This is an optimization exercise on Yosys and OpenROAD, whose aim is small area, a short achievable clock period and few clock cycles per item, not a production implementation.
At most, simulation tests tie the RTL to the original design; equivalence was not proved.
Function not checked in runs 4 and 5: the RTL went through the layout flow alone.
Power figures rest on the tool's default switching activity, not on a simulated workload.

--- flow/standard.sh ---
#!/bin/bash
# synth_recipe.tcl (not shown) runs the flow's synth.tcl, then flattens the netlist and writes it again
# the make line also repeats each setting of config.mk as NAME=value (left out here)
make -C /OpenROAD-flow-scripts/flow DESIGN_CONFIG=/design/flow/config.mk WORK_HOME=/design/flow/orfs CLKGATE_MAP_FILE= SYNTH_SCRIPT=/design/flow/synth_recipe.tcl "${@:-finish}"
--- flow/flow/run.sh ---
#!/bin/bash
# The standard layout (the standard.sh: standard synthesis, floorplan, place, CTS, route),
# with one change: the port buffers that placement inserts are plain buffers
# (sky130_fd_sc_hd__buf_1) rather than the delay cells buffer_ports picks by default.
# Every port still gets its own buffer. make's full output goes to standard.log; each
# ORFS step's own log is under orfs/logs/.
set -euo pipefail
export BUFFER_PORTS_ARGS="-buffer_cell sky130_fd_sc_hd__buf_1"
bash standard.sh > standard.log 2>&1
--- flow/constraint.sdc ---
create_clock -name core_clock -period 6.0 [get_ports {clk}]
set_input_delay 1.2000 -clock core_clock [delete_from_list [all_inputs] [get_ports {clk}]]
set_output_delay 1.2000 -clock core_clock [all_outputs]
set_load 0.01 [all_outputs]
--- flow/design.v ---
`timescale 1ns/1ps
package query_pkg;
	localparam int NUM_PRED  = 8;       
	localparam int COL_W     = 32;
	localparam int BEAT_W    = 256;
	localparam int SEL_W     = $clog2(NUM_PRED);
	localparam int PRED_W    = 48;      
	localparam int TABLE_W   = 2 ** NUM_PRED;
	localparam int CNT_W     = 32;      
	localparam int REC_W     = NUM_PRED * COL_W;
	localparam int PREDS_LO  = 5;
	localparam int PREDS_HI  = NUM_PRED - PREDS_LO;
	localparam int CFG_W     = COL_W + SEL_W + 3;
	localparam int CHUNK_W   = 8;
	localparam int NUM_CHUNK = COL_W / CHUNK_W;
	localparam logic [7:0] OP_EQ = 8'd0;
	localparam logic [7:0] OP_NE = 8'd1;
	localparam logic [7:0] OP_LT = 8'd2;
	localparam logic [7:0] OP_GT = 8'd3;
	localparam logic [7:0] OP_LE = 8'd4;
	localparam logic [7:0] OP_GE = 8'd5;
	localparam int OP_LSB    = 0;
	localparam int COL_LSB   = 8;
	localparam int VALUE_LSB = 16;
endpackage
`timescale 1ns/1ps
module predicate_unit
(
	input  logic [query_pkg::CFG_W-1:0]     cfg,
	input  logic [query_pkg::REC_W-1:0]     rec,
	output logic [query_pkg::NUM_CHUNK-1:0] eq,
	output logic [query_pkg::NUM_CHUNK-1:0] lt
);
	localparam int COL_W     = query_pkg::COL_W;
	localparam int NUM_PRED  = query_pkg::NUM_PRED;
	localparam int CHUNK_W   = query_pkg::CHUNK_W;
	localparam int NUM_CHUNK = query_pkg::NUM_CHUNK;
	logic [COL_W-1:0]    value;
	logic [query_pkg::SEL_W-1:0] col;
	logic [COL_W-1:0]    col_val;
	assign value = cfg[0 +: COL_W];
	assign col   = cfg[COL_W +: query_pkg::SEL_W];
	assign col_val = rec[col*COL_W +: COL_W];
	for (genvar k = 0; k < NUM_CHUNK; k++)
	begin : g_chunk
		assign eq[k] = (col_val[k*CHUNK_W +: CHUNK_W] == value[k*CHUNK_W +: CHUNK_W]);
		assign lt[k] = (col_val[k*CHUNK_W +: CHUNK_W] <  value[k*CHUNK_W +: CHUNK_W]);
	end
endmodule
`timescale 1ns/1ps
module match_lookup
(
	input  logic                                              clk,
	input  logic                                              rst,
	input  logic                                              in_valid,
	input  logic                                              in_last,
	input  logic [query_pkg::NUM_PRED*query_pkg::NUM_CHUNK-1:0] eq,
	input  logic [query_pkg::NUM_PRED*query_pkg::NUM_CHUNK-1:0] lt,
	input  logic [query_pkg::NUM_PRED*query_pkg::CFG_W-1:0]   cfgs,
	input  logic [query_pkg::TABLE_W-1:0]                     table_bits,
	output logic                                              match_valid,
	output logic                                              match,
	output logic                                              query_done
);
	localparam int NUM_PRED  = query_pkg::NUM_PRED;
	localparam int NUM_CHUNK = query_pkg::NUM_CHUNK;
	localparam int CFG_W     = query_pkg::CFG_W;
	localparam int FLAG_LSB  = query_pkg::COL_W + query_pkg::SEL_W;
	localparam int LO_W  = NUM_PRED / 2;
	localparam int NUM_HI = 2 ** (NUM_PRED - LO_W);
	logic [NUM_PRED-1:0]        hits;
	logic [NUM_HI-1:0]          part;
	logic [NUM_HI-1:0]          part_r;
	logic [NUM_PRED-LO_W-1:0]   hi_r;
	logic                       valid_r;
	logic                       last_r;
	always_comb
	begin
		for (int p = 0; p < NUM_PRED; p++)
		begin
			logic e;
			logic l;
			e = 1'b1;
			l = 1'b0;
			for (int k = NUM_CHUNK - 1; k >= 0; k--)
			begin
				l = l | (e & lt[p*NUM_CHUNK + k]);
				e = e & eq[p*NUM_CHUNK + k];
			end
			hits[p] = ((cfgs[p*CFG_W + FLAG_LSB] & e) | (cfgs[p*CFG_W + FLAG_LSB + 1] & l)) ^
				cfgs[p*CFG_W + FLAG_LSB + 2];
		end
	end
	always_comb
	begin
		for (int j = 0; j < NUM_HI; j++)
			part[j] = table_bits[j*(2**LO_W) + hits[LO_W-1:0]];
	end
	always_ff @(posedge clk or negedge rst)
	begin
		if (!rst)
		begin
			valid_r     <= 1'b0;
			last_r      <= 1'b0;
			match_valid <= 1'b0;
			query_done  <= 1'b0;
		end
		else
		begin
			valid_r     <= in_valid;
			last_r      <= in_last;
			match_valid <= valid_r;
			query_done  <= valid_r && last_r;
		end
	end
	always_ff @(posedge clk)
	begin
		part_r <= part;
		hi_r   <= hits[NUM_PRED-1:LO_W];
		match  <= part_r[hi_r];
	end
endmodule
`timescale 1ns/1ps
module query_controller
(
	input  logic                                         clk,
	input  logic                                         rst,
	input  logic                                         cmd_pending,
	input  logic [query_pkg::BEAT_W-1:0]                 para_data,
	input  logic                                         rec_valid,
	output logic                                         para_rd,
	output logic                                         cmd_ack,
	output logic                                         query_active,
	output logic [query_pkg::NUM_PRED*query_pkg::CFG_W-1:0] cfgs,
	output logic [query_pkg::TABLE_W-1:0]                table_bits,
	output logic                                         stage_valid,
	output logic                                         stage_last
);
	localparam int PRED_W   = query_pkg::PRED_W;
	localparam int PREDS_LO = query_pkg::PREDS_LO;
	localparam int PREDS_HI = query_pkg::PREDS_HI;
	localparam int CNT_W    = query_pkg::CNT_W;
	localparam int TABLE_W  = query_pkg::TABLE_W;
	localparam int CFG_W    = query_pkg::CFG_W;
	localparam int COL_W    = query_pkg::COL_W;
	localparam int SEL_W    = query_pkg::SEL_W;
	logic [1:0]       beat;        
	logic             active;      
	logic             tail;        
	logic [CNT_W-1:0] cnt;         
	logic             accept;
	logic             pop_last;
	logic [1:0]       beat_n;
	logic             active_n;
	logic             tail_n;
	logic             fifo_ok_n;
	logic             can_pop_n;
	logic             rd_n;
	logic [3:0]       load;        
	function automatic logic [CFG_W-1:0] decode(input logic [PRED_W-1:0] p);
		logic [7:0] op;
		logic [7:0] col;
		logic       ok;
		logic       e;
		logic       l;
		logic       i;
		op  = p[query_pkg::OP_LSB +: 8];
		col = p[query_pkg::COL_LSB +: 8];
		ok  = (col < 8'(query_pkg::NUM_PRED)) && (op <= query_pkg::OP_GE);
		e   = ok && (op == query_pkg::OP_EQ || op == query_pkg::OP_NE ||
			op == query_pkg::OP_GT || op == query_pkg::OP_LE);
		l   = ok && (op == query_pkg::OP_LT || op == query_pkg::OP_GT ||
			op == query_pkg::OP_LE || op == query_pkg::OP_GE);
		i   = ok && (op == query_pkg::OP_NE || op == query_pkg::OP_GT ||
			op == query_pkg::OP_GE);
		decode = {i, l, e, col[SEL_W-1:0], p[query_pkg::VALUE_LSB +: COL_W]};
	endfunction
	assign query_active = active;
	assign accept       = rec_valid && active;
	assign pop_last     = para_rd && (beat == 2'd3);
	always_comb
	begin
		beat_n   = para_rd ? beat + 2'd1 : beat;
		active_n = active;
		tail_n   = tail;
		if (accept && tail)
		begin
			active_n = 1'b0;
			tail_n   = 1'b0;
		end
		else if (accept && (cnt == CNT_W'(2)))
			tail_n = 1'b1;
		if (pop_last)
		begin
			active_n = 1'b1;
			tail_n   = (cnt == CNT_W'(1));
		end
	end
	assign fifo_ok_n = (beat_n != 2'd0) || (cmd_pending && !pop_last);
	always_comb
	begin
		case (beat_n)
			2'd0:    can_pop_n = !active_n || tail_n;    
			2'd1:    can_pop_n = !active_n;              
			default: can_pop_n = 1'b1;
		endcase
	end
	assign rd_n = fifo_ok_n && can_pop_n;
	always_ff @(posedge clk or negedge rst)
	begin
		if (!rst)
		begin
			load        <= 4'd0;
			beat        <= 2'd0;
			active      <= 1'b0;
			tail        <= 1'b0;
			para_rd     <= 1'b0;
			cmd_ack     <= 1'b0;
			stage_valid <= 1'b0;
			stage_last  <= 1'b0;
		end
		else
		begin
			beat        <= beat_n;
			active      <= active_n;
			tail        <= tail_n;
			para_rd     <= rd_n;
			for (int b = 0; b < 4; b++)
				load[b] <= rd_n && (beat_n == 2'(b));
			cmd_ack     <= pop_last;
			stage_valid <= accept;
			stage_last  <= accept && tail;
		end
	end
	always_ff @(posedge clk)
	begin
		if (load[0])
			cnt <= para_data[CNT_W-1:0];
		else if (accept && !tail)
			cnt <= cnt - CNT_W'(1);
	end
	always_ff @(posedge clk)
	begin
		if (load[1])
			table_bits <= para_data[TABLE_W-1:0];
		if (load[2])
		begin
			for (int i = 0; i < PREDS_LO; i++)
				cfgs[i*CFG_W +: CFG_W] <= decode(para_data[i*PRED_W +: PRED_W]);
		end
		if (load[3])
		begin
			for (int i = 0; i < PREDS_HI; i++)
				cfgs[(PREDS_LO+i)*CFG_W +: CFG_W] <= decode(para_data[i*PRED_W +: PRED_W]);
		end
	end
endmodule
`timescale 1ns/1ps
module query_filter
(
	input  logic              clk,
	input  logic              rst,
	input  logic              cmd_pending,
	input  logic [query_pkg::BEAT_W-1:0] para_data,
	output logic              para_rd,
	output logic              cmd_ack,
	input  logic              rec_valid,
	input  logic [query_pkg::REC_W-1:0] rec_data,
	output logic              query_active,
	output logic              match_valid,
	output logic              match,
	output logic              query_done
);
	logic [query_pkg::NUM_PRED*query_pkg::CFG_W-1:0] cfgs;
	logic [query_pkg::TABLE_W-1:0] table_bits;
	logic                stage_valid;
	logic                stage_last;
	logic [query_pkg::NUM_PRED*query_pkg::NUM_CHUNK-1:0] eq;
	logic [query_pkg::NUM_PRED*query_pkg::NUM_CHUNK-1:0] lt;
	logic [query_pkg::NUM_PRED*query_pkg::NUM_CHUNK-1:0] eq_r;
	logic [query_pkg::NUM_PRED*query_pkg::NUM_CHUNK-1:0] lt_r;
	query_controller u_ctrl
	(
		.clk          (clk),
		.rst          (rst),
		.cmd_pending  (cmd_pending),
		.para_data    (para_data),
		.rec_valid    (rec_valid),
		.para_rd      (para_rd),
		.cmd_ack      (cmd_ack),
		.query_active (query_active),
		.cfgs         (cfgs),
		.table_bits   (table_bits),
		.stage_valid  (stage_valid),
		.stage_last   (stage_last)
	);
	for (genvar g = 0; g < query_pkg::NUM_PRED; g++)
	begin : g_pred
		predicate_unit u_pred
		(
			.cfg (cfgs[g*query_pkg::CFG_W +: query_pkg::CFG_W]),
			.rec (rec_data),
			.eq  (eq[g*query_pkg::NUM_CHUNK +: query_pkg::NUM_CHUNK]),
			.lt  (lt[g*query_pkg::NUM_CHUNK +: query_pkg::NUM_CHUNK])
		);
	end
	always_ff @(posedge clk)
	begin
		eq_r <= eq;
		lt_r <= lt;
	end
	match_lookup u_lookup
	(
		.clk          (clk),
		.rst          (rst),
		.in_valid     (stage_valid),
		.in_last      (stage_last),
		.eq           (eq_r),
		.lt           (lt_r),
		.cfgs         (cfgs),
		.table_bits   (table_bits),
		.match_valid  (match_valid),
		.match        (match),
		.query_done   (query_done)
	);
endmodule
--- flow/config.mk ---
export PLATFORM = sky130hd
export DESIGN_NAME = query_filter
export DESIGN_NICKNAME = query_filter
export VERILOG_FILES = /design/flow/design.v
export SDC_FILE = /design/flow/constraint.sdc
export NUM_CORES = 4
export LEC_CHECK = 0
export CAP_MARGIN = 20
export CORE_MARGIN = 2
export CORE_UTILIZATION = 40
export SETUP_SLACK_MARGIN = 3.5
export SLEW_MARGIN = 20
export TNS_END_PERCENT = 25
==> qor.tcl, run 1 <==
set qor(met2WireLength_um) 84600
set qor(path_common_cell) {sky130_fd_sc_hd__buf_12}
set qor(placement_rows) 122
set qor(detailroute.wirelength.met3_um) 22600
set qor(powerDensity_nw_per_um2) 204
set qor(grt.overflow.total) 0
set qor(clock_sink_count) 693
set qor(crit_path_max_fanout) 6
set qor(place.port_buffers) 521
set qor(dpl.hpwl_um) 119000
set qor(fin_ws_ns) 3.20
set qor(layout_common_cells) {sky130_fd_sc_hd__edfxtp_1, sky130_fd_sc_hd__mux4_2, sky130_fd_sc_hd__buf_1}
set qor(area_growth_syn_to_layout_pct) 28.4
set qor(hold_violations) 0
set qor(timing.slew.headroom) 0.234
set qor(detail_route.wirelength_um) 184000
set qor(leakagePower_nw) 20.6
set qor(syn_inst) 2864
set qor(period_minus_slack_ns) 2.80
set qor(worst_setup_hold_path_clk_slew_ns) 0.06
set qor(synthesis.area_per_instance_sq_um) 15.6
set qor(maxCapViolCount) 0
set qor(crit_chain) {buf_12 > buf_16 > buf_4 > buf_12 > mux4_2 > mux2_4 > ha_4 > nor2b_1 > o21ai_1 > nand2b_1 > a21oi_2 > nor2_1 > a211oi_2}
set qor(post_drt_wl_per_cell_um) 35.3
set qor(drc_errors) 0
set qor(fp.dieArea_sq_um) 114000
set qor(detail-route-antenna-nets) 0
set qor(seq_area_frac_synth) 0.445
set qor(antenna_found_initial) 57
set qor(num_vias) 33091
set qor(most_common_cell_after_layout_fill_and_taps_aside) {sky130_fd_sc_hd__edfxtp_1}
set qor(min_period_over_period) 0.466
set qor(clock_tree.root_cell) {sky130_fd_sc_hd__clkbuf_16}
set qor(synth_top_flop_cell) {sky130_fd_sc_hd__edfxtp_1}
set qor(ir_worst_vdd_uv) 181
set qor(worst_hold_path_type) {flip-flop to flip-flop}
set qor(async_flop_share) 0.0231
set qor(route.top_layer_used) {met5}
set qor(postSynthRegisterBits) 693
set qor(viasPerCell) 6.35
set qor(syn-cell-area_sq_um) 44700
set qor(wirelength_met1_um) 65900
set qor(yosys_warnings) 3
set qor(timing.critical_path.from_type) {flip-flop}
set qor(drt_iter0_drc) 4110
set qor(final_layout_size_suffix_gt1_frac) 0.406
set qor(r2r_slack_ns) 3.20
set qor(crit_slowest_cell) {sky130_fd_sc_hd__mux4_2}
set qor(grt_setup_unrepaired) {true}
set qor(final-setup-viol-count) 0
set qor(worst_r2r_start) {u_ctrl.cfgs[298]}
set qor(num-nets-final) 4399
set qor(fmaxAchievable_mhz) 358
set qor(hold_start) {u_ctrl.stage_valid}
set qor(clock_path_buffers) 3
set qor(synth_nets) 3640
set qor(cts_inserted_buffers) 81
set qor(hold_slack_ns) 0.355
set qor(pre_cts_ws_ns) 2.07
set qor(report.final.slew_viol_count) 0
set qor(critical_path_arrival_ns) 3.35
set qor(timing.clock.skew_ns) 0.0400
set qor(kind_of_end_point_of_the_critical_path) {flip-flop}
set qor(max_slew.worst_pin.slew_ns) 1.15
set qor(aggregate_negative_setup_slack_ns) 0
set qor(status) {finished clean}
set qor(largest_net_degree_at_the_start_of_global_routing) 162
set qor(crit_required_ns) 6.56
set qor(synth.distinct_cells) 58
set qor(finalWeightedCongestion) 0.918
set qor(core_area_sq_um) 111000
set qor(critical_path_s_largest_stage_delay_ns) 0.43
set qor(origin_of_the_worst_setup_path) {u_ctrl.cfgs[298]}
set qor(track_usage) 0.316
set qor(drt-pass1-iter-count) 5
set qor(first_global_vias) 32903
set qor(count_of_flip_flops_with_a_built_in_enable_after_synthesis) 592
set qor(global_route_wire_length_before_repair_um) 254000
set qor(setup.worst_path.class) {flip-flop to flip-flop}
set qor(clock_tree.htree_level_count) 3
set qor(insertion_delay_ns) 0.67
set qor(tritoncts) {yes}
set qor(die_h_um) 338
set qor(initial_utilization) 0.404
set qor(die_x_extent_um) 338
set qor(io_pins) 522
## layout make-up
type	instances	area (sq um)
multi-input combinational	1770	25300
sequential	693	19900
fill	9278	53300
clock inverter	41	385
inverter	234	878
timing repair buffer	843	6730
antenna	35	87.6
clock buffer	107	2210
tap	1488	1860
## worst paths after layout
check                           depth (start not counted)                to
worst max-delay path                                   13          lt_r[29]
worst min-delay path                                    0  u_lookup.valid_r
worst max register to register                         13          lt_r[29]
worst min register to register                          0  u_lookup.valid_r
max in group asynchronous                               1    u_ctrl.load[1]
min in group asynchronous                               1    u_ctrl.para_rd
## cells in the mapped netlist (66+ instances only)
library cell	count	area, sq um
sky130_fd_sc_hd__clkbuf_1	102	383
sky130_fd_sc_hd__dfxtp_1	85	1700
sky130_fd_sc_hd__a21o_1	70	526
sky130_fd_sc_hd__edfxtp_1	592	17800
sky130_fd_sc_hd__inv_1	234	878
sky130_fd_sc_hd__ha_1	260	3250
sky130_fd_sc_hd__mux2_2	224	2520
sky130_fd_sc_hd__nand4_1	69	432
sky130_fd_sc_hd__nor2_1	106	398
sky130_fd_sc_hd__mux4_2	581	13100
sky130_fd_sc_hd__nand2_1	66	248
## metal layers
layer	vias up	GRT usage
met5	-	0
met4	54	0.161
met3	486	0.105
met2	2202	0.488
met1	16985	0.395
li1	13364	-
## logic make-up after synthesis
family                   after synthesis  synth area share
AO/OA/AOI/OAI                        276            0.0410
buffers and inverters                401            0.0348
adder cells (fa/ha/maj)              260            0.0728
flip-flops                           693             0.445
AND/OR/NAND/NOR                      360            0.0424
XOR/XNOR                              36           0.00723
multiplexers                         838             0.357
## per-stage QoR
| stage | cells | instance area, sq um | util | power [mW] |
|---|---|---|---|---|
| 2_1_floorplan | 2864 | 44700 | - | 6.01 |
| 3_3_place_gp | 4771 | 48500 | 0.439 | 6.60 |
| 3_5_place_dp | 4771 | 48500 | 0.439 | 6.62 |
| 4_1_cts | 5120 | 55700 | 0.504 | 11.7 |
| 5_1_grt | 5184 | 57300 | 0.518 | 12.0 |
| 6_report | 5211 | 57300 | 0.518 | 11.7 |
## worst max-delay path, delay by kind of cell, from the launching register on
kind / cells / cell delay [ns]
DFF: 1 / 0.41
buffers and inverters: 4 / 0.60
AOI/OAI and AO/OA: 3 / 0.43
adders and majority gates: 1 / 0.22
muxes: 2 / 0.75
and+or+nand+nor: 3 / 0.28
## what timing repair did
item                                    in CTS  in global routing
endpoints found under the setup margin      95                 89
pin swaps                                   84                 68
buffers inserted                           162                 47
hold endpoints to repair                     0                  0
hold buffers                                 0                  0
gates cloned                                39                  9
resized for setup                          399                176
## state kept, by name, indices dropped and copies added (netlist names), 2 cells and up
register and flops:
u_ctrl.cnt 32, u_ctrl.table_bits 256, u_ctrl.beat 2, u_lookup.hi_r 4, u_lookup.part_r 16, eq_r 32, u_ctrl.cfgs 304, u_ctrl.load 4
lt_r 32
## power breakdown
| part | switching (mW) | internal [mW] |
|---|---|---|
| combinational | 0.753 | 0.685 |
| clock | 2.12 | 2.82 |
| sequential | 0.0423 | 5.26 |
Testbench counts, summed over its fixed seeds: cycles 14,439, items 13,240.
==> inputs of run 2 (changes only) <==
--- a/flow/config.mk
+++ b/flow/config.mk
@@ -10,4 +10,4 @@
 export CORE_UTILIZATION = 40
 export SETUP_SLACK_MARGIN = 3.5
 export SLEW_MARGIN = 20
-export TNS_END_PERCENT = 25
+export TNS_END_PERCENT = 1
==> run 2 against run 1 <==
Still clean. Die area unchanged. Area after synthesis unchanged. Cell area decreased by 4.8%. Sequential cell count unchanged. Non-clock buffer count decreased by 88. Sequential share of layout area increased by 1.8 points. Clock-buffer cell count unchanged. Cell count decreased by 1.8%. Fmax increased by 0.75%. Critical endpoint is now lt_r[2]. Largest cell class unchanged. Largest power group unchanged.
==> qor.tcl, run 2 <==
set qor(leakagePower_nw) 19.7 ;# was 20.6 nW
set qor(placement_rows) 122 ;# unchanged
set qor(pwr-share-clk) 0.427 ;# was 0.423
set qor(internal_power_mw) 8.69 ;# was 8.76 mW
set qor(timing.hold.worst_path_depth) 0 ;# unchanged
set qor(max_flop_register) {u_ctrl.cfgs} ;# unchanged
set qor(post_drt_wl_per_cell_um) 34.8 ;# was 35.3 um
set qor(global_route_wire_length_before_repair_um) 250000 ;# was 254000 um
set qor(antenna_found_initial) 56 ;# was 57
set qor(yosys_warnings) 3 ;# unchanged
set qor(largest_register_ffs) 304 ;# unchanged
set qor(die_h_um) 338 ;# unchanged
set qor(worst_r2r_start) {u_ctrl.cfgs[32]} ;# was u_ctrl.cfgs[298]
set qor(finalWeightedCongestion) 0.918 ;# unchanged
set qor(track_usage) 0.310 ;# was 0.316
set qor(fp.dieArea_sq_um) 114000 ;# unchanged
set qor(ir_worst_vdd_uv) 180 ;# was 181 uV
set qor(pwr-share-seq) 0.459 ;# was 0.454
set qor(aggregate_negative_setup_slack_ns) 0 ;# unchanged
set qor(netlist_top_cells_count) {sky130_fd_sc_hd__edfxtp_1, sky130_fd_sc_hd__mux4_2, sky130_fd_sc_hd__ha_1} ;# unchanged
set qor(num_vias) 32149 ;# was 33091
set qor(grt_setup_unrepaired) {true} ;# unchanged
set qor(largest_net_degree_at_the_start_of_global_routing) 162 ;# unchanged
set qor(syn-cell-area_sq_um) 44700 ;# unchanged
set qor(core_area_sq_um) 111000 ;# unchanged
set qor(viasPerCell) 6.28 ;# was 6.35
set qor(final_util) 0.493 ;# was 0.518
set qor(clock_sink_count) 693 ;# unchanged
set qor(worst_setup_hold_path_clk_slew_ns) 0.06 ;# about the same
set qor(synth.distinct_cells) 58 ;# unchanged
set qor(synth_area_leaders) {sky130_fd_sc_hd__edfxtp_1, sky130_fd_sc_hd__mux4_2, sky130_fd_sc_hd__ha_1} ;# unchanged
set qor(hold_buffers) 0 ;# unchanged
set qor(p_total_mw) 11.6 ;# was 11.7 mW
set qor(netSwitchingFraction) 0.248 ;# was 0.250
set qor(report.final.slew_viol_count) 0 ;# unchanged
set qor(clock_tree.root_cell) {sky130_fd_sc_hd__clkbuf_16} ;# unchanged
set qor(fmaxAchievable_mhz) 360 ;# was 358 MHz
set qor(maxCapViolCount) 0 ;# unchanged
set qor(synth_largest_type_area_fraction) 0.398 ;# unchanged
set qor(grt.overflow.total) 0 ;# unchanged
set qor(hold_start) {u_ctrl.stage_valid} ;# unchanged
set qor(place_area_sq_um) 48500 ;# unchanged
set qor(synthesis.area_per_instance_sq_um) 15.6 ;# unchanged
set qor(wirelength_met1_um) 64500 ;# was 65900 um
set qor(die_x_extent_um) 338 ;# unchanged
set qor(async_flop_share) 0.0231 ;# unchanged
set qor(pwr-share-comb) 0.114 ;# was 0.123
set qor(final.fill_count) 9540 ;# was 9278
set qor(num-nets-final) 4311 ;# was 4399
set qor(final_layout_size_suffix_gt1_frac) 0.357 ;# was 0.406
set qor(hold_violations) 0 ;# unchanged
set qor(drt-pass1-iter-count) 7 ;# was 5
set qor(min_period_over_period) 0.463 ;# was 0.466
set qor(largest_registers) {u_ctrl.cfgs: 304 flops, u_ctrl.table_bits: 256 flops} ;# unchanged
set qor(hold_slack_ns) 0.355 ;# about the same
set qor(place.port_buffers) 521 ;# unchanged
set qor(tritoncts) {yes} ;# unchanged
set qor(route.top_layer_used) {met5} ;# unchanged
set qor(timing.rr.end) {lt_r[2]} ;# was lt_r[29]
set qor(instances_no_fill) 5116 ;# was 5211
set qor(powerDensity_nw_per_um2) 212 ;# was 204 nW/um^2
set qor(drc_errors) 0 ;# unchanged
set qor(synth_nets) 3640 ;# unchanged
set qor(first_global_vias) 32525 ;# was 32903
set qor(synth_area_leader_cell) {sky130_fd_sc_hd__edfxtp_1} ;# unchanged
set qor(kind_of_end_point_of_the_critical_path) {flip-flop} ;# unchanged
set qor(drt_iter0_drc) 3797 ;# was 4110
set qor(dpl.hpwl_um) 119000 ;# unchanged
set qor(timing.critical_path.from_type) {flip-flop} ;# unchanged
set qor(postSynthRegisterBits) 693 ;# unchanged
set qor(layout_common_cells) {sky130_fd_sc_hd__edfxtp_1, sky130_fd_sc_hd__mux4_2, sky130_fd_sc_hd__buf_1} ;# unchanged
set qor(timing.slew.headroom) 0.220 ;# was 0.234
set qor(detailroute.wirelength.met3_um) 21800 ;# was 22600 um
set qor(critical_path_arrival_ns) 3.32 ;# was 3.35 ns
set qor(hold_end) {u_lookup.valid_r} ;# unchanged
set qor(worst-r2r-cell-count) 11 ;# was 13
set qor(met2WireLength_um) 81900 ;# was 84600 um
set qor(initial_utilization) 0.404 ;# unchanged
set qor(detail_route.wirelength_um) 178000 ;# was 184000 um
set qor(detail-route-antenna-nets) 0 ;# unchanged
set qor(max_slew.worst_pin.slew_ns) 1.17 ;# was 1.15 ns
set qor(final-seq-area_sq_um) 19900 ;# about the same
set qor(final_area_sq_um) 54600 ;# was 57300 sq um
set qor(insertion_delay_ns) 0.67 ;# about the same
set qor(period_minus_slack_ns) 2.78 ;# was 2.80 ns
set qor(yosysMostFrequentCell) {sky130_fd_sc_hd__edfxtp_1} ;# unchanged
set qor(crit_required_ns) 6.55 ;# was 6.56 ns
set qor(most_common_cell_after_layout_fill_and_taps_aside) {sky130_fd_sc_hd__edfxtp_1} ;# unchanged
set qor(clock_tree.htree_level_count) 3 ;# unchanged
set qor(crit_path_max_fanout) 6 ;# unchanged
set qor(io_pins) 522 ;# unchanged
set qor(timing.clock.skew_ns) 0.0431 ;# was 0.0400 ns
set qor(fin_ws_ns) 3.22 ;# was 3.20 ns
set qor(r2r_slack_ns) 3.22 ;# was 3.20 ns
set qor(p_switching_mw) 2.87 ;# was 2.91 mW
set qor(total_area_of_multi_input_combinational_cells_sq_um) 24000 ;# was 25300 sq um
set qor(clock_path_buffers) 3 ;# unchanged
set qor(cts_inserted_buffers) 81 ;# unchanged
set qor(area_growth_syn_to_layout_pct) 22.2 ;# was 28.4%
set qor(seq_area_frac_synth) 0.445 ;# unchanged
set qor(syn_inst) 2864 ;# unchanged
set qor(place.detailed.instances) 4771 ;# unchanged
set qor(count_of_flip_flops_with_a_built_in_enable_after_synthesis) 592 ;# unchanged
set qor(synth_top_flop_cell) {sky130_fd_sc_hd__edfxtp_1} ;# unchanged
set qor(final-setup-viol-count) 0 ;# unchanged
set qor(worst_hold_path_type) {flip-flop to flip-flop} ;# unchanged
set qor(setup.worst_path.class) {flip-flop to flip-flop} ;# unchanged
set qor(status) {finished clean} ;# unchanged
set qor(pre_cts_ws_ns) 2.07 ;# unchanged
-- run 2: cell counts after synthesis --
Identical to the previous run, type by type.
-- run 2: area by class of cell --
cell class              count  area share
clock buffers             107      0.0404
well taps                1488      0.0341
multi-input cells        1770       0.439
flip-flops and latches    693       0.364
repair buffers            755      0.0972
clock inverters            41     0.00706
diodes                     28     0.00128
inverters                 234      0.0161
-- run 2: logic make-up after synthesis --
family	count (synthesis)	synth area share
XOR/XNOR	36	0.00723
flip-flops	693	0.445
adder cells (fa/ha/maj)	260	0.0728
AND/OR/NAND/NOR	360	0.0424
AO/OA/AOI/OAI	276	0.0410
buffers and inverters	401	0.0348
multiplexers	838	0.357
-- run 2: routing by layer --
| metal | track usage | vias to the layer above |
|---|---|---|
| li1 | - | 13164 |
| met1 | 0.390 | 16445 |
| met2 | 0.480 | 2019 |
| met3 | 0.108 | 457 |
| met4 | 0.150 | 64 |
| met5 | 0 | - |
-- run 2: critical path, cell delays in order, from the launching register on --
cell	delay [ns]
sky130_fd_sc_hd__edfxtp_1	0.44
sky130_fd_sc_hd__buf_12	0.18
sky130_fd_sc_hd__buf_16	0.14
sky130_fd_sc_hd__buf_4	0.13
sky130_fd_sc_hd__mux4_2	0.43
sky130_fd_sc_hd__mux2_2	0.30
sky130_fd_sc_hd__ha_1	0.30
sky130_fd_sc_hd__o21ai_1	0.08
sky130_fd_sc_hd__nand2b_1	0.09
sky130_fd_sc_hd__a21oi_2	0.16
sky130_fd_sc_hd__nor2_1	0.07
sky130_fd_sc_hd__a211oi_2	0.32
-- run 2: how the worst max path moves through the flow --
stage,endpoint,from
2_1_floorplan,u_ctrl.cfgs[190],u_ctrl.load[3]
3_3_place_gp,lt_r[2],u_ctrl.cfgs[32]
5_1_grt,lt_r[3],u_ctrl.cfgs[32]
6_report,lt_r[2],u_ctrl.cfgs[32]
4_1_cts,lt_r[18],u_ctrl.cfgs[184]
3_5_place_dp,lt_r[2],u_ctrl.cfgs[32]
-- run 2: power by group through the flow --
stage / clock network, mW / logic (mW) / registers (mW)
after floorplan: 0 / 0.634 / 5.38
after global placement: 0 / 1.20 / 5.40
after detailed placement: 0 / 1.22 / 5.40
after CTS: 5.02 / 1.30 / 5.30
after global routing: 5.20 / 1.40 / 5.30
final: 4.94 / 1.32 / 5.30
-- run 2: repair_timing --
action                                  CTS  global route
endpoints found under the setup margin   95            91
gates resized for setup                 249            16
gates cloned                             31             0
setup buffers                           130             8
pin swaps                                50             5
==> inputs of run 3 (changes only) <==
--- a/flow/config.mk
+++ b/flow/config.mk
@@ -10,4 +10,4 @@
 export CORE_UTILIZATION = 40
 export SETUP_SLACK_MARGIN = 3.5
 export SLEW_MARGIN = 20
-export TNS_END_PERCENT = 1
+export TNS_END_PERCENT = 5
==> run 3 against run 2 <==
Clock power about the same. Largest cell class unchanged. Still clean on timing, DRC and antenna. Non-clock buffer count up 11. Sequential share of layout area down 0.29 points. Critical path depth up 1. First-iteration DRC count down 3.4%. Synthesized cell count unchanged. Highest routed layer unchanged.
==> qor.tcl, run 3 <==
set qor(timing.hold.worst_path_depth) 0 ;# unchanged
set qor(max_flop_register) {u_ctrl.cfgs} ;# unchanged
set qor(status) {finished clean} ;# unchanged
set qor(antenna_found_initial) 59 ;# was 56
set qor(path_common_cell) {sky130_fd_sc_hd__buf_12}
set qor(track_usage) 0.311 ;# was 0.310
set qor(postSynthRegisterBits) 693 ;# unchanged
set qor(crit_required_ns) 6.56 ;# was 6.55 ns
set qor(crit_path_buf_inv_count) 3 ;# unchanged
set qor(seq_area_frac_synth) 0.445 ;# unchanged
set qor(hold_buffers) 0 ;# unchanged
set qor(largest_net_degree_at_the_start_of_global_routing) 162 ;# unchanged
set qor(count_of_flip_flops_with_a_built_in_enable_after_synthesis) 592 ;# unchanged
set qor(finalWeightedCongestion) 0.918 ;# unchanged
set qor(num-nets-final) 4322 ;# was 4311
set qor(clock_tree.root_cell) {sky130_fd_sc_hd__clkbuf_16} ;# unchanged
set qor(max_slew.worst_pin.slew_ns) 1.11 ;# was 1.17 ns
set qor(num_vias) 32457 ;# was 32149
set qor(synth_top_flop_cell) {sky130_fd_sc_hd__edfxtp_1} ;# unchanged
set qor(layout_common_cells) {sky130_fd_sc_hd__edfxtp_1, sky130_fd_sc_hd__mux4_2, sky130_fd_sc_hd__buf_1} ;# unchanged
set qor(largest_register_ffs) 304 ;# unchanged
set qor(critical_path_s_largest_stage_delay_ns) 0.50 ;# was 0.44 ns
set qor(cts_inserted_buffers) 81 ;# unchanged
set qor(detail_route.wirelength_um) 179000 ;# was 178000 um
set qor(crit_path_max_fanout) 6 ;# unchanged
set qor(pwr-share-comb) 0.115 ;# was 0.114
set qor(detail-route-antenna-nets) 0 ;# unchanged
set qor(netSwitchingFraction) 0.248 ;# about the same
set qor(die_x_extent_um) 338 ;# unchanged
set qor(hold_end) {u_lookup.valid_r} ;# unchanged
set qor(fp.dieArea_sq_um) 114000 ;# unchanged
set qor(final-seq-area_sq_um) 19900 ;# unchanged
set qor(final_layout_size_suffix_gt1_frac) 0.367 ;# was 0.357
set qor(r2r_slack_ns) 3.24 ;# was 3.22 ns
set qor(post_drt_wl_per_cell_um) 34.8 ;# about the same
set qor(fmaxAchievable_mhz) 362 ;# was 360 MHz
set qor(final.fill_count) 9491 ;# was 9540
set qor(die_h_um) 338 ;# unchanged
set qor(insertion_delay_ns) 0.68 ;# was 0.67 ns
set qor(drt-pass1-iter-count) 7 ;# unchanged
set qor(p_total_mw) 11.6 ;# about the same
set qor(hold_slack_ns) 0.355 ;# about the same
set qor(synth.distinct_cells) 58 ;# unchanged
set qor(io_pins) 522 ;# unchanged
set qor(pre_cts_ws_ns) 2.07 ;# unchanged
set qor(crit_chain) {buf_12 > buf_16 > buf_12 > mux4_2 > mux2_4 > ha_4 > nor2b_1 > o21ai_1 > nand2b_1 > a21oi_2 > nor2_1 > a211oi_2} ;# was buf_12 > buf_16 > buf_4 > mux4_2 > mux2_2 > ha_1 > o21ai_1 > nand2b_1 > a21oi_2 > nor2_1 > a211oi_2
set qor(setup.worst_path.class) {flip-flop to flip-flop} ;# unchanged
set qor(grt.overflow.total) 0 ;# unchanged
set qor(worst_hold_path_type) {flip-flop to flip-flop} ;# unchanged
set qor(synth_nets) 3640 ;# unchanged
set qor(global_route_wire_length_before_repair_um) 250000 ;# about the same
set qor(placement_rows) 122 ;# unchanged
set qor(drc_errors) 0 ;# unchanged
set qor(final_util) 0.497 ;# was 0.493
set qor(syn_inst) 2864 ;# unchanged
set qor(aggregate_negative_setup_slack_ns) 0 ;# unchanged
set qor(core_area_sq_um) 111000 ;# unchanged
set qor(tritoncts) {yes} ;# unchanged
set qor(crit_slowest_cell) {sky130_fd_sc_hd__mux4_2} ;# was sky130_fd_sc_hd__edfxtp_1
set qor(netlist_top_cells_count) {sky130_fd_sc_hd__edfxtp_1, sky130_fd_sc_hd__mux4_2, sky130_fd_sc_hd__ha_1} ;# unchanged
set qor(hold_start) {u_ctrl.stage_valid} ;# unchanged
set qor(drt_iter0_drc) 3667 ;# was 3797
set qor(pwr-share-seq) 0.458 ;# was 0.459
set qor(timing.critical_path.from_type) {flip-flop} ;# unchanged
set qor(worst_r2r_start) {u_ctrl.cfgs[298]} ;# was u_ctrl.cfgs[32]
set qor(async_flop_share) 0.0231 ;# unchanged
set qor(worst_setup_hold_path_clk_slew_ns) 0.06 ;# about the same
set qor(largest_registers) {u_ctrl.cfgs: 304 flops, u_ctrl.table_bits: 256 flops} ;# unchanged
set qor(cp_top_family) {multiplexers} ;# unchanged
set qor(report.final.slew_viol_count) 0 ;# unchanged
set qor(instances_no_fill) 5132 ;# was 5116
set qor(clock_tree.htree_level_count) 3 ;# unchanged
set qor(dpl.hpwl_um) 119000 ;# unchanged
set qor(fin_ws_ns) 3.24 ;# was 3.22 ns
set qor(clock_path_buffers) 3 ;# unchanged
set qor(synth_area_leaders) {sky130_fd_sc_hd__edfxtp_1, sky130_fd_sc_hd__mux4_2, sky130_fd_sc_hd__ha_1} ;# unchanged
set qor(yosys_warnings) 3 ;# unchanged
set qor(initial_utilization) 0.404 ;# unchanged
set qor(synth_largest_type_area_fraction) 0.398 ;# unchanged
set qor(period_minus_slack_ns) 2.76 ;# was 2.78 ns
set qor(worst-r2r-cell-count) 12 ;# was 11
set qor(min_period_over_period) 0.460 ;# was 0.463
set qor(critical_path_arrival_ns) 3.32 ;# about the same
set qor(ir_worst_vdd_uv) 180 ;# about the same
set qor(synth_area_leader_cell) {sky130_fd_sc_hd__edfxtp_1} ;# unchanged
set qor(leakagePower_nw) 19.8 ;# was 19.7 nW
set qor(clock_sink_count) 693 ;# unchanged
set qor(most_common_cell_after_layout_fill_and_taps_aside) {sky130_fd_sc_hd__edfxtp_1} ;# unchanged
set qor(yosysMostFrequentCell) {sky130_fd_sc_hd__edfxtp_1} ;# unchanged
set qor(final_area_sq_um) 55000 ;# was 54600 sq um
set qor(timing.clock.skew_ns) 0.0470 ;# was 0.0431 ns
set qor(pwr-share-clk) 0.427 ;# about the same
set qor(total_area_of_multi_input_combinational_cells_sq_um) 24200 ;# was 24000 sq um
set qor(internal_power_mw) 8.70 ;# was 8.69 mW
set qor(grt_setup_unrepaired) {true} ;# unchanged
set qor(place.port_buffers) 521 ;# unchanged
set qor(p_switching_mw) 2.87 ;# about the same
set qor(place_area_sq_um) 48500 ;# unchanged
set qor(maxCapViolCount) 0 ;# unchanged
set qor(timing.slew.headroom) 0.256 ;# was 0.220
set qor(first_global_vias) 32519 ;# was 32525
set qor(area_growth_syn_to_layout_pct) 23.2 ;# was 22.2%
set qor(powerDensity_nw_per_um2) 210 ;# was 212 nW/um^2
set qor(synthesis.area_per_instance_sq_um) 15.6 ;# unchanged
set qor(place.detailed.instances) 4771 ;# unchanged
set qor(viasPerCell) 6.32 ;# was 6.28
set qor(final-setup-viol-count) 0 ;# unchanged
set qor(kind_of_end_point_of_the_critical_path) {flip-flop} ;# unchanged
set qor(timing.rr.end) {lt_r[30]} ;# was lt_r[2]
set qor(hold_violations) 0 ;# unchanged
set qor(syn-cell-area_sq_um) 44700 ;# unchanged
==> run 3: changes by cell type in the layout (fill, tap and decap cells not counted), moves of 5 or more <==
cell                       change
sky130_fd_sc_hd__ha_1         -15
sky130_fd_sc_hd__mux2_4        +8
sky130_fd_sc_hd__diode_2       +5
sky130_fd_sc_hd__mux2_2        -8
sky130_fd_sc_hd__clkbuf_2      +7
sky130_fd_sc_hd__ha_4         +14
sky130_fd_sc_hd__buf_1         -9
==> run 3: timing repair <==
action	in CTS	in global routing
gates cloned	33	0
setup endpoints to repair	95	93
hold endpoints to repair	0	0
gates resized for setup	273	47
pin swaps	57	13
setup buffers	135	12
==> run 3: logic make-up after synthesis <==
group,share of synthesized area
xor gates and xnor gates,0.00723
AOI/OAI and AO/OA,0.0410
muxes,0.357
DFF,0.445
and+or+nand+nor,0.0424
adders and majority gates,0.0728
buffers and inverters,0.0348
==> run 3: worst max-delay path by stage <==
stage	startpoint	to	slack, ns	depth (start not counted)
global route	u_ctrl.cfgs[298]	lt_r[30]	3.19	12
global placement	u_ctrl.cfgs[32]	lt_r[2]	2.06	10
detailed placement	u_ctrl.cfgs[32]	lt_r[2]	2.07	10
floorplan	u_ctrl.load[3]	u_ctrl.cfgs[190]	2.93	0
finish	u_ctrl.cfgs[298]	lt_r[30]	3.24	12
CTS	u_ctrl.cfgs[184]	lt_r[18]	3.32	10
==> run 3: final cells by class <==
type,count,share of cell area
antenna,33,0.00150
tap,1488,0.0338
clock buffer,107,0.0401
multi-input combinational,1770,0.440
clock inverter,41,0.00701
inverter,234,0.0160
sequential,693,0.362
timing repair buffer,766,0.0998
==> run 3: metal layers <==
| metal | global-route usage | vias up | wire, um |
|---|---|---|---|
| met5 | 0 | - | 397 |
| met4 | 0.151 | 62 | 10000 |
| met3 | 0.103 | 441 | 21800 |
| met2 | 0.481 | 2039 | 81600 |
| met1 | 0.392 | 16725 | 64700 |
| li1 | - | 13190 | - |
==> run 3: power by group through the flow <==
stage | clock network, mW | registers, mW | logic, mW
floorplan | 0 | 5.38 | 0.634
global placement | 0 | 5.40 | 1.20
detailed placement | 0 | 5.40 | 1.22
CTS | 5.02 | 5.30 | 1.30
global route | 5.20 | 5.30 | 1.41
finish | 4.93 | 5.30 | 1.33
==> inputs of run 4 (changes only) <==
--- a/flow/design.v
+++ b/flow/design.v
@@ -11,7 +11,7 @@
 	localparam int PREDS_LO  = 5;
 	localparam int PREDS_HI  = NUM_PRED - PREDS_LO;
 	localparam int CFG_W     = COL_W + SEL_W + 3;
-	localparam int CHUNK_W   = 8;
+	localparam int CHUNK_W   = 4;
 	localparam int NUM_CHUNK = COL_W / CHUNK_W;
 	localparam logic [7:0] OP_EQ = 8'd0;
 	localparam logic [7:0] OP_NE = 8'd1;
@@ -35,17 +35,26 @@
 	localparam int NUM_PRED  = query_pkg::NUM_PRED;
 	localparam int CHUNK_W   = query_pkg::CHUNK_W;
 	localparam int NUM_CHUNK = query_pkg::NUM_CHUNK;
-	logic [COL_W-1:0]    value;
+	logic [COL_W-1:0]            value;
 	logic [query_pkg::SEL_W-1:0] col;
-	logic [COL_W-1:0]    col_val;
-	assign value = cfg[0 +: COL_W];
-	assign col   = cfg[COL_W +: query_pkg::SEL_W];
+	logic                        use_eq;
+	logic                        use_lt;
+	logic [COL_W-1:0]            col_val;
+	logic [NUM_CHUNK-1:0]        c_eq;
+	logic [NUM_CHUNK-1:0]        c_lt;
+	assign value  = cfg[0 +: COL_W];
+	assign col    = cfg[COL_W +: query_pkg::SEL_W];
+	assign use_eq = cfg[COL_W + query_pkg::SEL_W];
+	assign use_lt = cfg[COL_W + query_pkg::SEL_W + 1];
 	assign col_val = rec[col*COL_W +: COL_W];
 	for (genvar k = 0; k < NUM_CHUNK; k++)
 	begin : g_chunk
-		assign eq[k] = (col_val[k*CHUNK_W +: CHUNK_W] == value[k*CHUNK_W +: CHUNK_W]);
-		assign lt[k] = (col_val[k*CHUNK_W +: CHUNK_W] <  value[k*CHUNK_W +: CHUNK_W]);
+		assign c_eq[k] = (col_val[k*CHUNK_W +: CHUNK_W] == value[k*CHUNK_W +: CHUNK_W]);
+		assign c_lt[k] = (col_val[k*CHUNK_W +: CHUNK_W] <  value[k*CHUNK_W +: CHUNK_W]);
 	end
+	assign lt = {c_lt[NUM_CHUNK-1:1] & {(NUM_CHUNK-1){use_lt}},
+		(use_lt & c_lt[0]) | (use_eq & c_eq[0])};
+	assign eq = {c_eq[NUM_CHUNK-1:1], 1'b0};
 endmodule
 `timescale 1ns/1ps
 module match_lookup
@@ -78,17 +87,11 @@
 	begin
 		for (int p = 0; p < NUM_PRED; p++)
 		begin
-			logic e;
-			logic l;
-			e = 1'b1;
-			l = 1'b0;
-			for (int k = NUM_CHUNK - 1; k >= 0; k--)
-			begin
-				l = l | (e & lt[p*NUM_CHUNK + k]);
-				e = e & eq[p*NUM_CHUNK + k];
-			end
-			hits[p] = ((cfgs[p*CFG_W + FLAG_LSB] & e) | (cfgs[p*CFG_W + FLAG_LSB + 1] & l)) ^
-				cfgs[p*CFG_W + FLAG_LSB + 2];
+			logic r;
+			r = lt[p*NUM_CHUNK];
+			for (int k = 1; k < NUM_CHUNK; k++)
+				r = lt[p*NUM_CHUNK + k] | (eq[p*NUM_CHUNK + k] & r);
+			hits[p] = r ^ cfgs[p*CFG_W + FLAG_LSB + 2];
 		end
 	end
 	always_comb
==> run 4 against run 3 <==
Worst hold slack improved by 0.0034 ns. Global-route usage fell by 1.5 points. Cell area rose by 1.6%. Clock-buffer cell count rose by 10. Critical endpoint is now lt_r[28]. Die area rose by 4.3%. First-iteration DRC count rose by 15%. Critical path type unchanged. Utilization fell by 1.5 points. Still clean. Sequential share of layout area rose by 1.4 points.
==> qor.tcl, run 4 <==
set qor(status) {finished clean} ;# unchanged
set qor(clock_sink_count) 749 ;# was 693
set qor(leakagePower_nw) 20.3 ;# was 19.8 nW
set qor(fp.dieArea_sq_um) 119000 ;# was 114000 sq um
set qor(final_area_sq_um) 55900 ;# was 55000 sq um
set qor(fmaxAchievable_mhz) 368 ;# was 362 MHz
set qor(place_area_sq_um) 50300 ;# was 48500 sq um
set qor(global_route.usage.met1) 0.385 ;# was 0.392
set qor(internal_power_mw) 9.22 ;# was 8.70 mW
set qor(worst-r2r-cell-count) 8 ;# was 12
set qor(total_area_of_multi_input_combinational_cells_sq_um) 24600 ;# was 24200 sq um
set qor(setup.worst_path.class) {flip-flop to flip-flop} ;# unchanged
set qor(core_area_sq_um) 116000 ;# was 111000 sq um
set qor(postSynthRegisterBits) 749 ;# was 693
set qor(hold_end) {u_lookup.valid_r} ;# unchanged
set qor(die_h_um) 345 ;# was 338 um
set qor(maxCapViolCount) 0 ;# unchanged
set qor(fin_ws_ns) 3.28 ;# was 3.24 ns
set qor(post_drt_wl_per_cell_um) 34.0 ;# was 34.8 um
set qor(pwr-share-comb) 0.120 ;# was 0.115
set qor(dpl.hpwl_um) 124000 ;# was 119000 um
set qor(syn_inst) 3071 ;# was 2864
set qor(timing.rr.end) {lt_r[28]} ;# was lt_r[30]
set qor(place.port_buffers) 521 ;# unchanged
set qor(synth.distinct_cells) 57 ;# was 58
set qor(pre_cts_ws_ns) 2.17 ;# was 2.07 ns
set qor(synth_area_leader_cell) {sky130_fd_sc_hd__edfxtp_1} ;# unchanged
set qor(gr-usage-met2) 0.440 ;# was 0.481
set qor(worst_r2r_start) {u_ctrl.cfgs[147]} ;# was u_ctrl.cfgs[298]
set qor(drt_iter0_drc) 4219 ;# was 3667
set qor(viasPerCell) 6.31 ;# was 6.32
set qor(timing.clock.skew_ns) 0.0435 ;# was 0.0470 ns
set qor(ir_worst_vdd_uv) 188 ;# was 180 uV
set qor(largest_net_degree_at_the_start_of_global_routing) 127 ;# was 162
set qor(netSwitchingFraction) 0.255 ;# was 0.248
set qor(crit_required_ns) 6.59 ;# was 6.56 ns
set qor(synthesis.area_per_instance_sq_um) 15.2 ;# was 15.6 sq um
set qor(cp.depth) 8 ;# was 12
set qor(antenna_found_initial) 100 ;# was 59
set qor(tritoncts) {yes} ;# unchanged
set qor(seq_area_frac_synth) 0.450 ;# was 0.445
set qor(global_route_wire_length_before_repair_um) 249000 ;# was 250000 um
set qor(instances_no_fill) 5346 ;# was 5132
set qor(pwr-share-seq) 0.463 ;# was 0.458
set qor(detail-route-antenna-nets) 0 ;# unchanged
set qor(hold_start) {u_ctrl.stage_valid} ;# unchanged
set qor(initial_utilization) 0.402 ;# was 0.404
set qor(hold_violations) 0 ;# unchanged
set qor(r2r_slack_ns) 3.28 ;# was 3.24 ns
set qor(final-setup-viol-count) 0 ;# unchanged
set qor(finalWeightedCongestion) 0.892 ;# was 0.918
set qor(async_flop_share) 0.0214 ;# was 0.0231
set qor(worst_setup_hold_path_clk_slew_ns) 0.06 ;# about the same
set qor(first_global_vias) 32311 ;# was 32519
set qor(io_pins) 522 ;# unchanged
set qor(grt_setup_unrepaired) {true} ;# unchanged
set qor(max_flop_register) {u_ctrl.cfgs} ;# unchanged
set qor(final_util) 0.482 ;# was 0.497
set qor(timing.critical_path.from_type) {flip-flop} ;# unchanged
set qor(critical_path_arrival_ns) 3.31 ;# was 3.32 ns
set qor(crit_chain) {buf_12 > mux4_2 > mux2_2 > ha_1 > nor2b_1 > o21a_1 > o21ai_0 > and3b_1} ;# was buf_12 > buf_16 > buf_12 > mux4_2 > mux2_4 > ha_4 > nor2b_1 > o21ai_1 > nand2b_1 > a21oi_2 > nor2_1 > a211oi_2
set qor(clock_tree.htree_level_count) 3 ;# unchanged
set qor(cts_inserted_buffers) 84 ;# was 81
set qor(num-nets-final) 4472 ;# was 4322
set qor(insertion_delay_ns) 0.69 ;# was 0.68 ns
set qor(die_x_extent_um) 345 ;# was 338 um
set qor(p_switching_mw) 3.15 ;# was 2.87 mW
set qor(synth_largest_type_area_fraction) 0.381 ;# was 0.398
set qor(yosys_warnings) 3 ;# unchanged
set qor(detail_route.wirelength_um) 182000 ;# was 179000 um
set qor(syn-cell-area_sq_um) 46600 ;# was 44700 sq um
set qor(largest_register_ffs) 304 ;# unchanged
set qor(final_layout_size_suffix_gt1_frac) 0.303 ;# was 0.367
set qor(netlist_top_cells_count) {sky130_fd_sc_hd__edfxtp_1, sky130_fd_sc_hd__mux4_2, sky130_fd_sc_hd__ha_1} ;# unchanged
set qor(synth_nets) 3847 ;# was 3640
set qor(track_usage) 0.295 ;# was 0.311
set qor(layout_common_cells) {sky130_fd_sc_hd__edfxtp_1, sky130_fd_sc_hd__buf_1, sky130_fd_sc_hd__mux4_2} ;# was sky130_fd_sc_hd__edfxtp_1, sky130_fd_sc_hd__mux4_2, sky130_fd_sc_hd__buf_1
set qor(cp_top_family) {multiplexers} ;# unchanged
set qor(synth_top_flop_cell) {sky130_fd_sc_hd__edfxtp_1} ;# unchanged
set qor(final-seq-area_sq_um) 21000 ;# was 19900 sq um
set qor(aggregate_negative_setup_slack_ns) 0 ;# unchanged
set qor(critical_path_s_largest_stage_delay_ns) 0.42 ;# was 0.50 ns
set qor(crit_path_max_fanout) 64 ;# was 6
set qor(worst_hold_path_type) {flip-flop to flip-flop} ;# unchanged
set qor(place.detailed.instances) 4995 ;# was 4771
set qor(powerDensity_nw_per_um2) 221 ;# was 210 nW/um^2
set qor(timing.hold.worst_path_depth) 0 ;# unchanged
set qor(grt.overflow.total) 0 ;# unchanged
set qor(max_slew.worst_pin.slew_ns) 1.11 ;# about the same
set qor(area_growth_syn_to_layout_pct) 19.9 ;# was 23.2%
set qor(final.fill_count) 10079 ;# was 9491
set qor(timing.slew.headroom) 0.259 ;# was 0.256
set qor(crit_path_buf_inv_count) 1 ;# was 3
set qor(grtUsageMet3) 0.104 ;# was 0.103
set qor(placement_rows) 125 ;# was 122
set qor(drt-pass1-iter-count) 5 ;# was 7
set qor(most_common_cell_after_layout_fill_and_taps_aside) {sky130_fd_sc_hd__edfxtp_1} ;# unchanged
set qor(largest_registers) {u_ctrl.cfgs: 304 flops, u_ctrl.table_bits: 256 flops, lt_r: 64 flops} ;# was u_ctrl.cfgs: 304 flops, u_ctrl.table_bits: 256 flops
set qor(min_period_over_period) 0.453 ;# was 0.460
set qor(drc_errors) 0 ;# unchanged
set qor(crit_slowest_cell) {sky130_fd_sc_hd__mux4_2} ;# unchanged
set qor(pwr-share-clk) 0.418 ;# was 0.427
set qor(clock_path_buffers) 3 ;# unchanged
set qor(kind_of_end_point_of_the_critical_path) {flip-flop} ;# unchanged
set qor(period_minus_slack_ns) 2.72 ;# was 2.76 ns
set qor(yosysMostFrequentCell) {sky130_fd_sc_hd__edfxtp_1} ;# unchanged
set qor(num_vias) 33713 ;# was 32457
set qor(clock_tree.root_cell) {sky130_fd_sc_hd__clkbuf_16} ;# unchanged
set qor(synth_area_leaders) {sky130_fd_sc_hd__edfxtp_1, sky130_fd_sc_hd__mux4_2, sky130_fd_sc_hd__ha_1} ;# unchanged
set qor(grt-busiest-layer) {met2} ;# unchanged
set qor(report.final.slew_viol_count) 0 ;# unchanged
set qor(count_of_flip_flops_with_a_built_in_enable_after_synthesis) 592 ;# unchanged
## run 4: cell type report
class	instances	area share
tap	1524	0.0341
clock inverter	40	0.00663
sequential	749	0.376
antenna	55	0.00246
clock buffer	117	0.0418
timing repair buffer	719	0.0855
multi-input combinational	1939	0.440
inverter	203	0.0136
## run 4: cell families (layout without fill, tap and decap cells)
kind of cell,after synthesis,count (layout),share of synthesized area
other,0,55,0
muxes,936,936,0.346
DFF,749,749,0.450
AOI/OAI and AO/OA,307,307,0.0427
and+or+nand+nor,403,404,0.0534
xor gates and xnor gates,32,32,0.00601
adders and majority gates,260,260,0.0698
buffers and inverters,384,1079,0.0318
## run 4: power groups by stage
stage / sequential, mW / combinational, mW / clock [mW]
5_1_grt: 5.73 / 1.56 / 5.43
3_3_place_gp: 5.83 / 1.30 / 0
4_1_cts: 5.72 / 1.45 / 5.24
2_1_floorplan: 5.79 / 0.701 / 0
3_5_place_dp: 5.83 / 1.32 / 0
6_report: 5.72 / 1.48 / 5.17
## run 4: repair_timing
action / CTS / global route
endpoints found under the setup margin: 150 / 121
cloned: 22 / 6
setup buffers: 67 / 44
resized for setup: 162 / 33
pin swaps: 21 / 4
hold buffers: 0 / 0
## run 4: metal layers
layer,vias up,wire length [um]
met3,453,22600
met4,90,9610
met5,-,611
met1,17212,68700
met2,2171,80200
li1,13787,-
## run 4: how the worst max path moves through the flow
| stage | from | end |
|---|---|---|
| after floorplan | rec_valid | u_ctrl.cnt[0] |
| after global routing | u_ctrl.cfgs[70] | lt_r[8] |
| after detailed placement | eq_r[9] | u_lookup.part_r[5] |
| after global placement | eq_r[9] | u_lookup.part_r[5] |
| after CTS | lt_r[24] | u_lookup.part_r[10] |
| final | u_ctrl.cfgs[147] | lt_r[28] |
## run 4: stage by stage
step / power [mW] / hold slack [ns]
final: 12.4 / 0.359
after detailed placement: 7.15 / 0.342
after global routing: 12.7 / 0.373
after CTS: 12.4 / 0.367
after global placement: 7.14 / 0.339
after floorplan: 6.50 / 0.331
==> inputs of run 5 (changes only) <==
--- a/flow/design.v
+++ b/flow/design.v
@@ -11,7 +11,7 @@
 	localparam int PREDS_LO  = 5;
 	localparam int PREDS_HI  = NUM_PRED - PREDS_LO;
 	localparam int CFG_W     = COL_W + SEL_W + 3;
-	localparam int CHUNK_W   = 4;
+	localparam int CHUNK_W   = 8;
 	localparam int NUM_CHUNK = COL_W / CHUNK_W;
 	localparam logic [7:0] OP_EQ = 8'd0;
 	localparam logic [7:0] OP_NE = 8'd1;
==> run 5 against run 4 <==
Combinational power down 12%. Clock skew is 0.018 ns lower. Sequential power down 8.0%. Via count shrank 1.3%. Utilization rose by 0.70 points. Cell count fell by 2.2%. Critical path depth down 1. Critical endpoint is now u_lookup.part_r[5].
==> qor.tcl, run 5 <==
set qor(status) {finished clean} ;# unchanged
set qor(io_pins) 522 ;# unchanged
set qor(clock_path_buffers) 3 ;# unchanged
set qor(pre_cts_ws_ns) 1.98 ;# was 2.17 ns
set qor(grt-busiest-layer) {met2} ;# unchanged
set qor(synth_simple_gate_area_frac) 0.0522 ;# was 0.0534
set qor(most_common_cell_after_layout_fill_and_taps_aside) {sky130_fd_sc_hd__edfxtp_1} ;# unchanged
set qor(synth_top_flop_cell) {sky130_fd_sc_hd__edfxtp_1} ;# unchanged
set qor(total_area_of_multi_input_combinational_cells_sq_um) 24100 ;# was 24600 sq um
set qor(synth.distinct_cells) 49 ;# was 57
set qor(grt.overflow.total) 0 ;# unchanged
set qor(netSwitchingFraction) 0.248 ;# was 0.255
set qor(timing.clock.skew_ns) 0.0256 ;# was 0.0435 ns
set qor(worst_hold_path_type) {flip-flop to flip-flop} ;# unchanged
set qor(netlist_top_cells_count) {sky130_fd_sc_hd__edfxtp_1, sky130_fd_sc_hd__mux4_2, sky130_fd_sc_hd__ha_1} ;# unchanged
set qor(layout_common_cells) {sky130_fd_sc_hd__edfxtp_1, sky130_fd_sc_hd__buf_1, sky130_fd_sc_hd__mux4_2} ;# unchanged
set qor(synth-compound-area-share) 0.0360 ;# was 0.0427
set qor(yosys_warnings) 3 ;# unchanged
set qor(synthesis.area_per_instance_sq_um) 14.9 ;# was 15.2 sq um
set qor(drt-pass1-iter-count) 5 ;# unchanged
set qor(largest_registers) {u_ctrl.cfgs: 304 flops, u_ctrl.table_bits: 256 flops} ;# was u_ctrl.cfgs: 304 flops, u_ctrl.table_bits: 256 flops, lt_r: 64 flops
set qor(syn_inst) 2998 ;# was 3071
set qor(dpl.hpwl_um) 125000 ;# was 124000 um
set qor(largest_family_of_logic_cells_by_synthesized_area) {multiplexers} ;# unchanged
set qor(hold_buffers) 0 ;# unchanged
set qor(critical_path_s_largest_stage_delay_ns) 0.66 ;# was 0.42 ns
set qor(maxCapViolCount) 0 ;# unchanged
set qor(aggregate_negative_setup_slack_ns) 0 ;# unchanged
set qor(tritoncts) {yes} ;# unchanged
set qor(seq_area_frac_synth) 0.441 ;# was 0.450
set qor(synth-adder-area-share) 0.0728 ;# was 0.0698
set qor(yosys.area_share.xor_xnor) 0.00823 ;# was 0.00601
set qor(crit_path_buf_inv_count) 1 ;# unchanged
set qor(powerDensity_nw_per_um2) 208 ;# was 221 nW/um^2
set qor(report.final.slew_viol_count) 0 ;# unchanged
set qor(min_period_over_period) 0.492 ;# was 0.453
set qor(core_area_sq_um) 111000 ;# was 116000 sq um
set qor(final_area_sq_um) 54200 ;# was 55900 sq um
set qor(p_total_mw) 11.3 ;# was 12.4 mW
set qor(worst_setup_hold_path_clk_slew_ns) 0.06 ;# about the same
set qor(place_area_sq_um) 48600 ;# was 50300 sq um
set qor(drc_errors) 0 ;# unchanged
set qor(hold_start) {u_ctrl.stage_valid} ;# unchanged
set qor(ir_worst_vdd_uv) 236 ;# was 188 uV
set qor(final.fill_count) 9670 ;# was 10079
set qor(place.detailed.instances) 4904 ;# was 4995
set qor(post_synth_mux_area_share) 0.353 ;# was 0.346
set qor(global_route_wire_length_before_repair_um) 254000 ;# was 249000 um
set qor(period_minus_slack_ns) 2.95 ;# was 2.72 ns
set qor(postSynthRegisterBits) 685 ;# was 749
set qor(internal_power_mw) 8.47 ;# was 9.22 mW
set qor(grt_setup_unrepaired) {true} ;# unchanged
set qor(area_growth_syn_to_layout_pct) 21.2 ;# was 19.9%
set qor(critical_path_arrival_ns) 3.45 ;# was 3.31 ns
set qor(max_flop_register) {u_ctrl.cfgs} ;# unchanged
set qor(worst_r2r_start) {lt_r[4]} ;# was u_ctrl.cfgs[147]
set qor(hold_slack_ns) 0.358 ;# was 0.359 ns
set qor(setup.worst_path.class) {flip-flop to flip-flop} ;# unchanged
set qor(place.port_buffers) 521 ;# unchanged
set qor(p_switching_mw) 2.79 ;# was 3.15 mW
set qor(cp_top_family) {simple AND/OR/NAND/NOR gates} ;# was multiplexers
set qor(crit_slowest_cell) {sky130_fd_sc_hd__or4_1} ;# was sky130_fd_sc_hd__mux4_2
set qor(num-nets-final) 4424 ;# was 4472
set qor(detail-route-antenna-nets) 0 ;# unchanged
set qor(clock_tree.htree_level_count) 3 ;# unchanged
set qor(detail_route.wirelength_um) 185000 ;# was 182000 um
set qor(leakagePower_nw) 19.3 ;# was 20.3 nW
set qor(clock_sink_count) 685 ;# was 749
set qor(synth_largest_type_area_fraction) 0.398 ;# was 0.381
set qor(viasPerCell) 6.37 ;# was 6.31
set qor(final_layout_size_suffix_gt1_frac) 0.319 ;# was 0.303
set qor(worst-r2r-cell-count) 7 ;# was 8
set qor(cts_inserted_buffers) 79 ;# was 84
set qor(synth_nets) 3774 ;# was 3847
set qor(finalWeightedCongestion) 0.913 ;# was 0.892
set qor(pwr-share-comb) 0.116 ;# was 0.120
set qor(global_route.usage.met1) 0.413 ;# was 0.385
set qor(largest_register_ffs) 304 ;# unchanged
set qor(fin_ws_ns) 3.05 ;# was 3.28 ns
set qor(syn-cell-area_sq_um) 44700 ;# was 46600 sq um
set qor(timing.hold.worst_path_depth) 0 ;# unchanged
set qor(yosysMostFrequentCell) {sky130_fd_sc_hd__edfxtp_1} ;# unchanged
set qor(crit_path_max_fanout) 68 ;# was 64
set qor(async_flop_share) 0.0234 ;# was 0.0214
set qor(num_vias) 33266 ;# was 33713
set qor(timing.critical_path.from_type) {flip-flop} ;# unchanged
set qor(fp.dieArea_sq_um) 114000 ;# was 119000 sq um
set qor(pwr-share-clk) 0.417 ;# was 0.418
set qor(synth_area_leader_cell) {sky130_fd_sc_hd__edfxtp_1} ;# unchanged
set qor(insertion_delay_ns) 0.65 ;# was 0.69 ns
set qor(hold_violations) 0 ;# unchanged
set qor(instances_no_fill) 5226 ;# was 5346
set qor(initial_utilization) 0.404 ;# was 0.402
set qor(first_global_vias) 32224 ;# was 32311
set qor(post_drt_wl_per_cell_um) 35.4 ;# was 34.0 um
set qor(timing.slew.headroom) 0.208 ;# was 0.259
set qor(die_x_extent_um) 338 ;# was 345 um
set qor(final_util) 0.489 ;# was 0.482
set qor(fmaxAchievable_mhz) 339 ;# was 368 MHz
set qor(final-seq-area_sq_um) 19700 ;# was 21000 sq um
set qor(gr-usage-met2) 0.483 ;# was 0.440
set qor(clock_tree.root_cell) {sky130_fd_sc_hd__clkbuf_16} ;# unchanged
set qor(crit_required_ns) 6.49 ;# was 6.59 ns
set qor(cp.depth) 7 ;# was 8
set qor(origin_of_the_worst_setup_path) {lt_r[4]} ;# was u_ctrl.cfgs[147]
set qor(pwr-share-seq) 0.468 ;# was 0.463
set qor(final-setup-viol-count) 0 ;# unchanged
set qor(count_of_flip_flops_with_a_built_in_enable_after_synthesis) 592 ;# unchanged
set qor(antenna_found_initial) 59 ;# was 100
set qor(placement_rows) 122 ;# was 125
set qor(largest_net_degree_at_the_start_of_global_routing) 141 ;# was 127
set qor(kind_of_end_point_of_the_critical_path) {flip-flop} ;# unchanged
set qor(synth_area_leaders) {sky130_fd_sc_hd__edfxtp_1, sky130_fd_sc_hd__mux4_2, sky130_fd_sc_hd__ha_1} ;# unchanged
set qor(crit_chain) {a211oi_1 > o21bai_2 > xor2_4 > buf_16 > mux2i_1 > o22ai_2 > or4_1} ;# was buf_12 > mux4_2 > mux2_2 > ha_1 > nor2b_1 > o21a_1 > o21ai_0 > and3b_1
set qor(grtUsageMet3) 0.101 ;# was 0.104
set qor(drt_iter0_drc) 3682 ;# was 4219
set qor(track_usage) 0.317 ;# was 0.295
set qor(die_h_um) 338 ;# was 345 um
set qor(max_slew.worst_pin.slew_ns) 1.18 ;# was 1.11 ns
-- run 5: cell types whose count changed in the layout (fill, tap and decap cells not counted), moves of 18 or more --
cell	delta
sky130_fd_sc_hd__a21o_1	-22
sky130_fd_sc_hd__a21oi_1	+36
sky130_fd_sc_hd__and3b_1	-53
sky130_fd_sc_hd__and4_1	-56
sky130_fd_sc_hd__dfxtp_1	-62
sky130_fd_sc_hd__diode_2	-27
sky130_fd_sc_hd__inv_1	+40
sky130_fd_sc_hd__mux2i_1	-29
sky130_fd_sc_hd__nand2b_1	+29
sky130_fd_sc_hd__nand4_1	+53
sky130_fd_sc_hd__nor2_1	+18
sky130_fd_sc_hd__o21a_1	-65
sky130_fd_sc_hd__o21ai_0	-25
sky130_fd_sc_hd__o22ai_1	+57
-- run 5: per-layer routing --
layer  routed length, um  part of all wire
met5                 396            0.0021
met4               10500             0.057
met3               22700              0.12
met2               82700              0.45
met1               68900              0.37
-- run 5: final cells by class --
class | instances | share of cell area
Clock buffer | 105 | 0.0398
Antenna cell | 28 | 0.00129
Inverter | 243 | 0.0168
Tap cell | 1488 | 0.0344
Timing Repair Buffer | 743 | 0.0920
Multi-Input combinational cell | 1896 | 0.446
Clock inverter | 38 | 0.00578
Sequential cell | 685 | 0.364
-- run 5: cell families after synthesis --
kind of cell	count (synthesis)
AO/OA/AOI/OAI	281
XOR/XNOR	42
buffers and inverters	417
AND/OR/NAND/NOR	410
multiplexers	903
adder cells (fa/ha/maj)	260
flip-flops	685
-- run 5: worst paths after layout --
check	endpoint	slack, ns
min in group asynchronous	u_ctrl.active	0.63
min	u_lookup.valid_r	0.36
max reg2reg	u_lookup.part_r[5]	3.05
min reg2reg	u_lookup.valid_r	0.36
max in group asynchronous	u_ctrl.load[3]	4.75
max	u_lookup.part_r[5]	3.05
-- run 5: power groups by stage --
| stage | combinational, mW | clock [mW] | sequential, mW |
|---|---|---|---|
| after floorplan | 0.632 | 0 | 5.34 |
| after global placement | 1.21 | 0 | 5.36 |
| after detailed placement | 1.23 | 0 | 5.36 |
| after CTS | 1.27 | 4.75 | 5.26 |
| after global routing | 1.38 | 4.93 | 5.26 |
| final | 1.30 | 4.69 | 5.26 |
-- run 5: what timing repair did --
action,4_1_cts,5_1_grt
endpoints found under the setup margin,84,110
pin swaps,25,26
buffers inserted,77,50
resized for setup,186,61
gates cloned,19,4

port drivers added, routing unchanged:
The flow's constraints put no driver on any port. The routed layouts listed below were extracted and timed again, unchanged, in two steps. Step 1 (the two cells are an assumption about what drives the block):
set clk [get_ports {clk}]
set_driving_cell -lib_cell sky130_fd_sc_hd__clkbuf_16 $clk
set_driving_cell -lib_cell sky130_fd_sc_hd__buf_2 [delete_from_list [all_inputs] $clk]
Step 2 adds t to the input delays and takes it off the output delays; t is the mean of the earliest and latest rising clock arrival at the registers after step 1. Input paths then give back, and output paths get back, about the clock's delay inside the block. Slacks: ideal / step 1 / step 2; pairs: ideal / step 1.
run | t, ns | slack for setup (ns) | worst setup path at the end
run 1 | 0.728 | 3.204 / 3.204 / 2.577 | input to register
run 2 | 0.727 | 3.225 / 3.225 / 2.515 | input to register
run 3 | 0.729 | 3.238 / 3.225 / 2.496 | input to register
run 4 | 0.740 | 3.283 / 3.283 / 2.585 | input to register
run 5 | 0.711 | 3.048 / 3.048 / 2.429 | input to register
After both steps setup and hold are still met in every run listed. For run 3, which loses most, drivers alone change the setup slack by -0.013 ns; drivers and shift together by -0.742 ns.
